This design comes from an exercise in tuning for a short achievable clock period and few clock cycles on the open sky130 flow, not from production work. In this exercise RTL edits were held to simulation tests only and were not proved equivalent to the original. Power and IR drop assume default switching activity.

// cache_top
module cache_top (
    input  logic     clk,
    input  logic     reset_i,
    input  logic           req_valid_i,
    input  logic [31:0]    req_addr_i,
    input  logic [255:0]   req_wdata_i,
    input  logic [31:0]    req_be_i,
    input  logic           req_write_i,
    output logic           resp_valid_o,
    output logic [255:0]   rdata_o,
    output logic           pmem_read_o,
    output logic           pmem_write_o,
    output logic [31:0]    pmem_addr_o,
    output logic [255:0]   pmem_wdata_o,
    input  logic [255:0]   pmem_rdata_i,
    input  logic           pmem_resp_i
);
    localparam int SETS = 8;
    logic [23:0] in_tag;
    logic [2:0]  in_set;
    logic [7:0]  in_dec;
    logic [31:0] in_wmask;
    assign in_tag   = req_addr_i[31:8];
    assign in_set   = req_addr_i[7:5];
    assign in_dec   = 8'b1 << in_set;
    assign in_wmask = req_write_i ? req_be_i : 32'd0;
    logic [23:0]  tag0_q [SETS];
    logic [23:0]  tag1_q [SETS];
    logic [255:0] dat0_q [SETS];
    logic [255:0] dat1_q [SETS];
    logic [SETS-1:0] val0_q, val1_q, dty0_q, dty1_q, lru_q;
    logic [23:0]  rtag_q;
    logic [2:0]   rset_q;
    logic [255:0] wdata_q;
    logic [31:0]  wmask_q;       
    logic         wr_q;          
    logic         way_q;         
    logic         hit_q;         
    logic         upd_q;         
    logic [23:0]  ptag_q;        
    logic [255:0] line_q;        
    logic [31:0]  rsel_q;        
    logic st_resp_q, st_wb_q, st_fill_q;
    logic [191:0] tag0_flat, tag1_flat;
    logic [7:0]   lru_fwd;
    for (genvar s = 0; s < SETS; s++) begin : g_flat
  ...
Size in the first run: ~15,000 cells after synthesis, roughly 0.21 mm2 of cells after synthesis.
make LEC_CHECK=0 ABC_CLOCK_PERIOD_IN_PS=3000 CAP_MARGIN=20 CORE_MARGIN=2 CORE_UTILIZATION=45 SETUP_SLACK_MARGIN=3.9 SLEW_MARGIN=20 SYNTH_HIERARCHICAL=1 SYNTH_MINIMUM_KEEP_SIZE=0 finish   # period 7.0 ns
run.sh (not shown) runs the stock make flow with config.mk's settings and CLKGATE_MAP_FILE= SYNTH_SCRIPT=/design/flow/synth_recipe.tcl, a recipe that flattens the netlist after the stock synthesis.
Testbench counts at the start, summed over its fixed seeds: cycles 26,838.
Change:
==> flow/flow/run.sh (new file) <==
#!/bin/bash
# The standard layout (the standard.sh, which runs the standard synthesis
# unchanged), except that the input and output port buffers start as buf_4
# instead of the slow delay buffer buffer_ports picks by default. The make
# output goes to flow.log here; each ORFS step keeps its own log under orfs/logs.
set -euo pipefail
bash standard.sh "BUFFER_PORTS_ARGS=-buffer_cell sky130_fd_sc_hd__buf_4" finish > flow.log 2>&1
==> flow/standard.sh (new file) <==
#!/bin/bash
# synth_recipe.tcl (not shown) runs the flow's synth.tcl, then flattens the netlist and writes it again
# the make line also repeats each setting of config.mk as NAME=value (left out here)
make -C /OpenROAD-flow-scripts/flow DESIGN_CONFIG=/design/flow/config.mk WORK_HOME=/design/flow/orfs CLKGATE_MAP_FILE= SYNTH_SCRIPT=/design/flow/synth_recipe.tcl "${@:-finish}"
removed: flow/run.sh
Outcome:
- flip-flop and latch count is unchanged
- setup slack gains 0.046 ns
- clock power hardly moves
- cell area drops slightly
- cell count drops slightly
- worst hold slack loses 0.027 ns
- sequential power stays flat
- first-iteration DRC count climbs slightly

* * *

v15:
The RTL this note starts from:
==> flow/design.v <==
`default_nettype none
package cache_pkg;
    typedef logic [32-1:0] addr_t;
    typedef logic [32-3-5-1:0] tag_t;
    typedef logic [3-1:0] index_t;
    typedef logic [32*8-1:0] line_t;
    typedef logic [32-1:0] byte_en_t;
    typedef logic [2-1:0] way_mask_t;
    typedef struct packed {
        addr_t    addr;
        line_t    wdata;
        byte_en_t be;
        logic     write;
    } cpu_req_t;
    typedef struct packed {
        logic compare_en;
        logic write_hit;
        logic fill;
    } way_ctrl_t;
    typedef struct packed {
        logic  hit;
        logic  dirty;
        tag_t  tag;
        line_t data;
    } way_status_t;
    typedef enum logic [1:0] {
        ST_IDLE,
        ST_COMPARE,
        ST_WRITE_BACK,
        ST_FILL
    } cache_state_t;
endpackage
`default_nettype wire
`timescale 1ns/1ns
`default_nettype none
module cache_way (
    input  logic        way_i,
    input  logic [63:0] line0_i,
    input  logic [63:0] line1_i,
    output logic [63:0] line_o
);
    assign line_o = way_i ? line1_i : line0_i;
endmodule
`default_nettype wire
`timescale 1ns/1ns
`default_nettype none
module cache_way_select (
    input  logic [23:0]  tag_i,
    input  logic [7:0]   dec_i,        
    input  logic [191:0] tag0_i,       
    input  logic [191:0] tag1_i,
    input  logic [7:0]   val0_i,
    input  logic [7:0]   val1_i,
    input  logic [7:0]   lru_i,        
    output logic         hit_o,
    output logic         hit1_o,
    output logic         way_o         
);
    logic [7:0] m0, m1, pick1;
    for (genvar s = 0; s < 8; s++) begin : g_set
        assign m0[s]    = val0_i[s] && (tag0_i[24*s +: 24] == tag_i);
        assign m1[s]    = val1_i[s] && (tag1_i[24*s +: 24] == tag_i);
        assign pick1[s] = m1[s] || (!m0[s] && lru_i[s]);
    end
    assign hit_o  = |(dec_i & (m0 | m1));
    assign hit1_o = |(dec_i & m1);
    assign way_o  = |(dec_i & pick1);
endmodule
`default_nettype wire
`timescale 1ns/1ns
`default_nettype none
module cache_control (
    input  logic st_resp_i,
    input  logic st_fill_i,
    input  logic pmem_resp_i,
    output logic resp_valid_o
);
    assign resp_valid_o = st_resp_i || (st_fill_i && pmem_resp_i);
endmodule
`default_nettype wire
`timescale 1ns/1ns
`default_nettype none
module cache_top (
    input  logic     clk,
    input  logic     reset_i,
    input  logic           req_valid_i,
    input  logic [31:0]    req_addr_i,
    input  logic [255:0]   req_wdata_i,
    input  logic [31:0]    req_be_i,
    input  logic           req_write_i,
    output logic           resp_valid_o,
    output logic [255:0]   rdata_o,
    output logic           pmem_read_o,
    output logic           pmem_write_o,
    output logic [31:0]    pmem_addr_o,
    output logic [255:0]   pmem_wdata_o,
    input  logic [255:0]   pmem_rdata_i,
    input  logic           pmem_resp_i
);
    localparam int SETS = 8;
    logic [23:0] in_tag;
    logic [2:0]  in_set;
    logic [7:0]  in_dec;
    logic [31:0] in_wmask;
    assign in_tag   = req_addr_i[31:8];
    assign in_set   = req_addr_i[7:5];
    assign in_dec   = 8'b1 << in_set;
    assign in_wmask = req_write_i ? req_be_i : 32'd0;
    logic [23:0]  tag0_q [SETS];
    logic [23:0]  tag1_q [SETS];
    logic [255:0] dat0_q [SETS];
    logic [255:0] dat1_q [SETS];
    logic [SETS-1:0] val0_q, val1_q, dty0_q, dty1_q, lru_q;
    logic [23:0]  rtag_q;
    logic [2:0]   rset_q;
    logic [255:0] wdata_q;
    logic [31:0]  wmask_q;       
    logic         wr_q;          
    logic         way_q;         
    logic         hit_q;         
    logic         upd_q;         
    logic [23:0]  ptag_q;        
    logic [255:0] line_q;        
    logic [31:0]  rsel_q;        
    logic st_resp_q, st_wb_q, st_fill_q;
    logic [191:0] tag0_flat, tag1_flat;
    logic [7:0]   lru_fwd;
    for (genvar s = 0; s < SETS; s++) begin : g_flat
        assign tag0_flat[24*s +: 24] = tag0_q[s];
        assign tag1_flat[24*s +: 24] = tag1_q[s];
        assign lru_fwd[s] = (upd_q && rset_q == s) ? !way_q : lru_q[s];
    end
    logic hit, hit1, way_n;
    logic [3:0] hit_c, hit1_c, way_c;
    for (genvar c = 0; c < 4; c++) begin : g_lookup
        cache_way_select u_lookup (
            .tag_i  (in_tag),
            .dec_i  (in_dec),
            .tag0_i (tag0_flat),
            .tag1_i (tag1_flat),
            .val0_i (val0_q),
            .val1_i (val1_q),
            .lru_i  (lru_fwd),
            .hit_o  (hit_c[c]),
            .hit1_o (hit1_c[c]),
            .way_o  (way_c[c])
        );
    end
    assign hit   = hit_c[0];
    assign hit1  = hit1_c[0];
    assign way_n = way_c[0];
    logic fwd_meta, pend_dty, lru_cur, dty0_cur, dty1_cur, vic, vic_dirty;
    logic go_fill;
    assign fwd_meta  = upd_q && (rset_q == in_set);
    assign pend_dty  = hit_q ? ((way_q ? dty1_q[rset_q] : dty0_q[rset_q]) | wr_q) : wr_q;
    assign lru_cur   = fwd_meta ? !way_q : lru_q[in_set];
    assign dty0_cur  = (fwd_meta && !way_q) ? pend_dty : dty0_q[in_set];
    assign dty1_cur  = (fwd_meta && way_q)  ? pend_dty : dty1_q[in_set];
    assign vic       = lru_cur;
    assign vic_dirty = vic ? dty1_cur : dty0_cur;
    assign go_fill   = !hit && !vic_dirty;
    for (genvar s = 0; s < SETS; s++) begin : g_meta
        logic upd;
        assign upd = upd_q && (rset_q == s);
        always_ff @(posedge clk) begin
            if (reset_i) begin
                val0_q[s] <= 1'b0;
                val1_q[s] <= 1'b0;
                dty0_q[s] <= 1'b0;
                dty1_q[s] <= 1'b0;
                lru_q[s]  <= 1'b0;
            end else if (upd) begin
                lru_q[s] <= !way_q;
                if (!way_q) begin
                    val0_q[s] <= 1'b1;
                    dty0_q[s] <= pend_dty;
                end else begin
                    val1_q[s] <= 1'b1;
                    dty1_q[s] <= pend_dty;
                end
            end
        end
        always_ff @(posedge clk) begin
            if (reset_i) begin
                tag0_q[s] <= '0;
                tag1_q[s] <= '0;
            end else begin
                if (upd && !hit_q && !way_q) tag0_q[s] <= rtag_q;
                if (upd && !hit_q && way_q)  tag1_q[s] <= rtag_q;
            end
        end
    end
    logic fill_now, pend;
    logic [255:0] wline, fline, pline;
    assign fill_now = st_fill_q && pmem_resp_i;
    assign pend     = st_resp_q || fill_now;
    for (genvar b = 0; b < 32; b++) begin : g_merge
        assign wline[b*8 +: 8] = wmask_q[b] ? wdata_q[b*8 +: 8] : line_q[b*8 +: 8];
        assign fline[b*8 +: 8] = wmask_q[b] ? wdata_q[b*8 +: 8] : pmem_rdata_i[b*8 +: 8];
    end
    assign pline = st_fill_q ? fline : wline;
    for (genvar s = 0; s < SETS; s++) begin : g_data
        always_ff @(posedge clk) begin
            if (pend && rset_q == s && !way_q) dat0_q[s] <= pline;
            if (pend && rset_q == s && way_q)  dat1_q[s] <= pline;
        end
    end
    logic [255:0] set0, set1;
    logic fwd0, fwd1;
    assign fwd0 = pend && (rset_q == in_set) && !way_q;
    assign fwd1 = pend && (rset_q == in_set) && way_q;
    assign set0 = fwd0 ? pline : dat0_q[in_set];
    assign set1 = fwd1 ? pline : dat1_q[in_set];
    logic fill_wait, wb_done;
    logic [255:0] wbytes_q;
    assign fill_wait = st_fill_q && !pmem_resp_i;
    assign wb_done   = st_wb_q && pmem_resp_i;
    for (genvar b = 0; b < 32; b++) begin : g_wbytes
        assign wbytes_q[b*8 +: 8] = wmask_q[b] ? wdata_q[b*8 +: 8] : 8'd0;
    end
    logic [255:0] line0_n, line1_n, line_n;
    assign line0_n = reset_i ? 256'd0 : req_valid_i ? set0 : fill_wait ? wbytes_q : line_q;
    assign line1_n = reset_i ? 256'd0 : req_valid_i ? set1 : fill_wait ? wbytes_q : line_q;
    for (genvar c = 0; c < 4; c++) begin : g_line
        cache_way u_line (
            .way_i   (way_c[c]),
            .line0_i (line0_n[64*c +: 64]),
            .line1_i (line1_n[64*c +: 64]),
            .line_o  (line_n[64*c +: 64])
        );
    end
    always_ff @(posedge clk) begin
        line_q <= line_n;
    end
    for (genvar b = 0; b < 32; b++) begin : g_rsel
        always_ff @(posedge clk) begin
            rsel_q[b] <= fill_wait && !wmask_q[b];
        end
        assign rdata_o[b*8 +: 8] = ({8{rsel_q[b]}} & pmem_rdata_i[b*8 +: 8]) | line_q[b*8 +: 8];
    end
    always_ff @(posedge clk) begin
        if (req_valid_i) begin
            rtag_q  <= in_tag;
            wdata_q <= req_wdata_i;
            wmask_q <= in_wmask;
            wr_q    <= req_write_i;
            way_q   <= way_n;
            hit_q   <= hit;
        end
    end
    always_ff @(posedge clk) begin
        if (reset_i) begin
            rset_q  <= '0;
            ptag_q  <= '0;
        end else if (req_valid_i) begin
            rset_q  <= in_set;
            ptag_q  <= !vic_dirty ? in_tag : vic ? tag1_q[in_set] : tag0_q[in_set];
        end else if (wb_done) begin
            ptag_q  <= rtag_q;
        end
    end
    always_ff @(posedge clk) begin
        if (reset_i) begin
            upd_q     <= 1'b0;
            st_resp_q <= 1'b0;
            st_wb_q   <= 1'b0;
            st_fill_q <= 1'b0;
        end else if (req_valid_i) begin
            upd_q     <= 1'b1;
            st_resp_q <= hit;
            st_wb_q   <= !hit && vic_dirty;
            st_fill_q <= go_fill;
        end else begin
            upd_q     <= 1'b0;
            st_resp_q <= 1'b0;
            if (wb_done) begin
                st_wb_q   <= 1'b0;
                st_fill_q <= 1'b1;
            end else if (fill_now) begin
                st_fill_q <= 1'b0;
            end
        end
    end
    cache_control u_resp (
        .st_resp_i    (st_resp_q),
        .st_fill_i    (st_fill_q),
        .pmem_resp_i  (pmem_resp_i),
        .resp_valid_o (resp_valid_o)
    );
    assign pmem_write_o = st_wb_q;
    assign pmem_read_o  = st_fill_q;
    assign pmem_addr_o  = {ptag_q, rset_q, 5'd0};
    assign pmem_wdata_o = line_q;
endmodule
`default_nettype wire
export LEC_CHECK = 0
export ABC_CLOCK_PERIOD_IN_PS = 3000
export CAP_MARGIN = 20
export CORE_MARGIN = 2
export CORE_UTILIZATION = 55
export SETUP_SLACK_MARGIN = 3.6
export SLEW_MARGIN = 20
export SYNTH_HIERARCHICAL = 1
export SYNTH_MINIMUM_KEEP_SIZE = 0
create_clock -name core_clock -period 7.0 [get_ports {clk}]
standard.sh (not shown) runs the stock make flow with config.mk's settings and CLKGATE_MAP_FILE= SYNTH_SCRIPT=/design/flow/synth_recipe.tcl, a recipe that flattens the netlist after the stock synthesis.
==> flow/flow/run.sh <==
#!/bin/bash
# The standard layout (the standard.sh, which runs the standard synthesis
# unchanged), except that:
#  - the input and output port buffers start as buf_4 instead of the slow
#    delay buffer buffer_ports picks by default;
#  - io.tcl groups the pins of each data byte (req_wdata_i, pmem_rdata_i,
#    rdata_o, pmem_wdata_o bits and the byte enable), so that the byte's
#    control signals do not have to cross the die.
# The make output goes to flow.log here; each ORFS step keeps its own log
# under orfs/logs.
set -euo pipefail
bash standard.sh "BUFFER_PORTS_ARGS=-buffer_cell sky130_fd_sc_hd__buf_4" \
    "IO_CONSTRAINTS=$PWD/flow/io.tcl" finish > flow.log 2>&1
Other scripts of this flow, unchanged in this note and not shown: flow/flow/io.tcl
Testbench counts of v15, summed over its fixed seeds: cycles 26,838.
#### Input delta (v13 over v15)
Settings: changing SETUP_SLACK_MARGIN from 3.6 to 3.9; changing CORE_UTILIZATION from 55 to 45.
[summary]
Core utilization: v13 lower than v15. Compared with v15, in v13 buffer share of cell area increased 1.5 points; number of buffer and inverter instances along the worst setup path increased 1; power dissipated by switching net loads increased 2.5%; cell area increased about 2.6%. Against v15, v13 reports a power that is higher. Comparing v15 with v13, the register-to-register slack came out essentially unchanged.
--- input diff v13..v32 ---
Settings: swapping 3.9 for 3.7 in SETUP_SLACK_MARGIN; swapping 45 for 50 in CORE_UTILIZATION.
### Flow results
Comparing v32 against v13, there is no change at all in I/O pin count. Smallest setup slack after layout | v32 above v13. Compared with v13, in v32 post-CTS clock slew at the launch and capture registers of the worst setup and hold paths about even, register-to-register slack rose by 120 ps. v32 vs v13 on worst hold margin: v32 is the higher one.

-- re-timing with driven ports --
The flow's constraints put no driver on any port. The routed layouts listed below were extracted and timed again, unchanged, in two steps.
Step 1 sets driving cells, clkbuf_16 on the clock port and buf_2 on the other inputs (assumed; they add their load-dependent delay and slew).
Step 2 adds t to the input delays and takes it off the output delays; t is the mean of the earliest and latest rising clock arrival at the registers after step 1. Input paths then give back, and output paths get back, about the clock's delay inside the block.
Slacks: no drivers / after step 1 / after step 2; pairs: no drivers / after step 1.
| run | t, ns | slack for setup (ns) | latest minus earliest clock arrival (ns) |
|---|---|---|---|
| the first run of note 1 | 1.207 | 3.343 / 3.219 / 2.079 | 0.059 / 0.059 |
| the second run of note 1 | 1.203 | 3.389 / 3.313 / 2.133 | 0.066 / 0.065 |
| v15 | 1.179 | 3.390 / 3.142 / 1.963 | 0.056 / 0.056 |
| v13 | 1.204 | 3.422 / 3.232 / 2.028 | 0.102 / 0.102 |
| v32 | 1.200 | 3.438 / 3.215 / 2.015 | 0.061 / 0.061 |
After both steps setup and hold are still met in every run listed. For v15, which loses most, drivers alone change the setup slack by -0.248 ns; drivers and shift together by -1.427 ns.
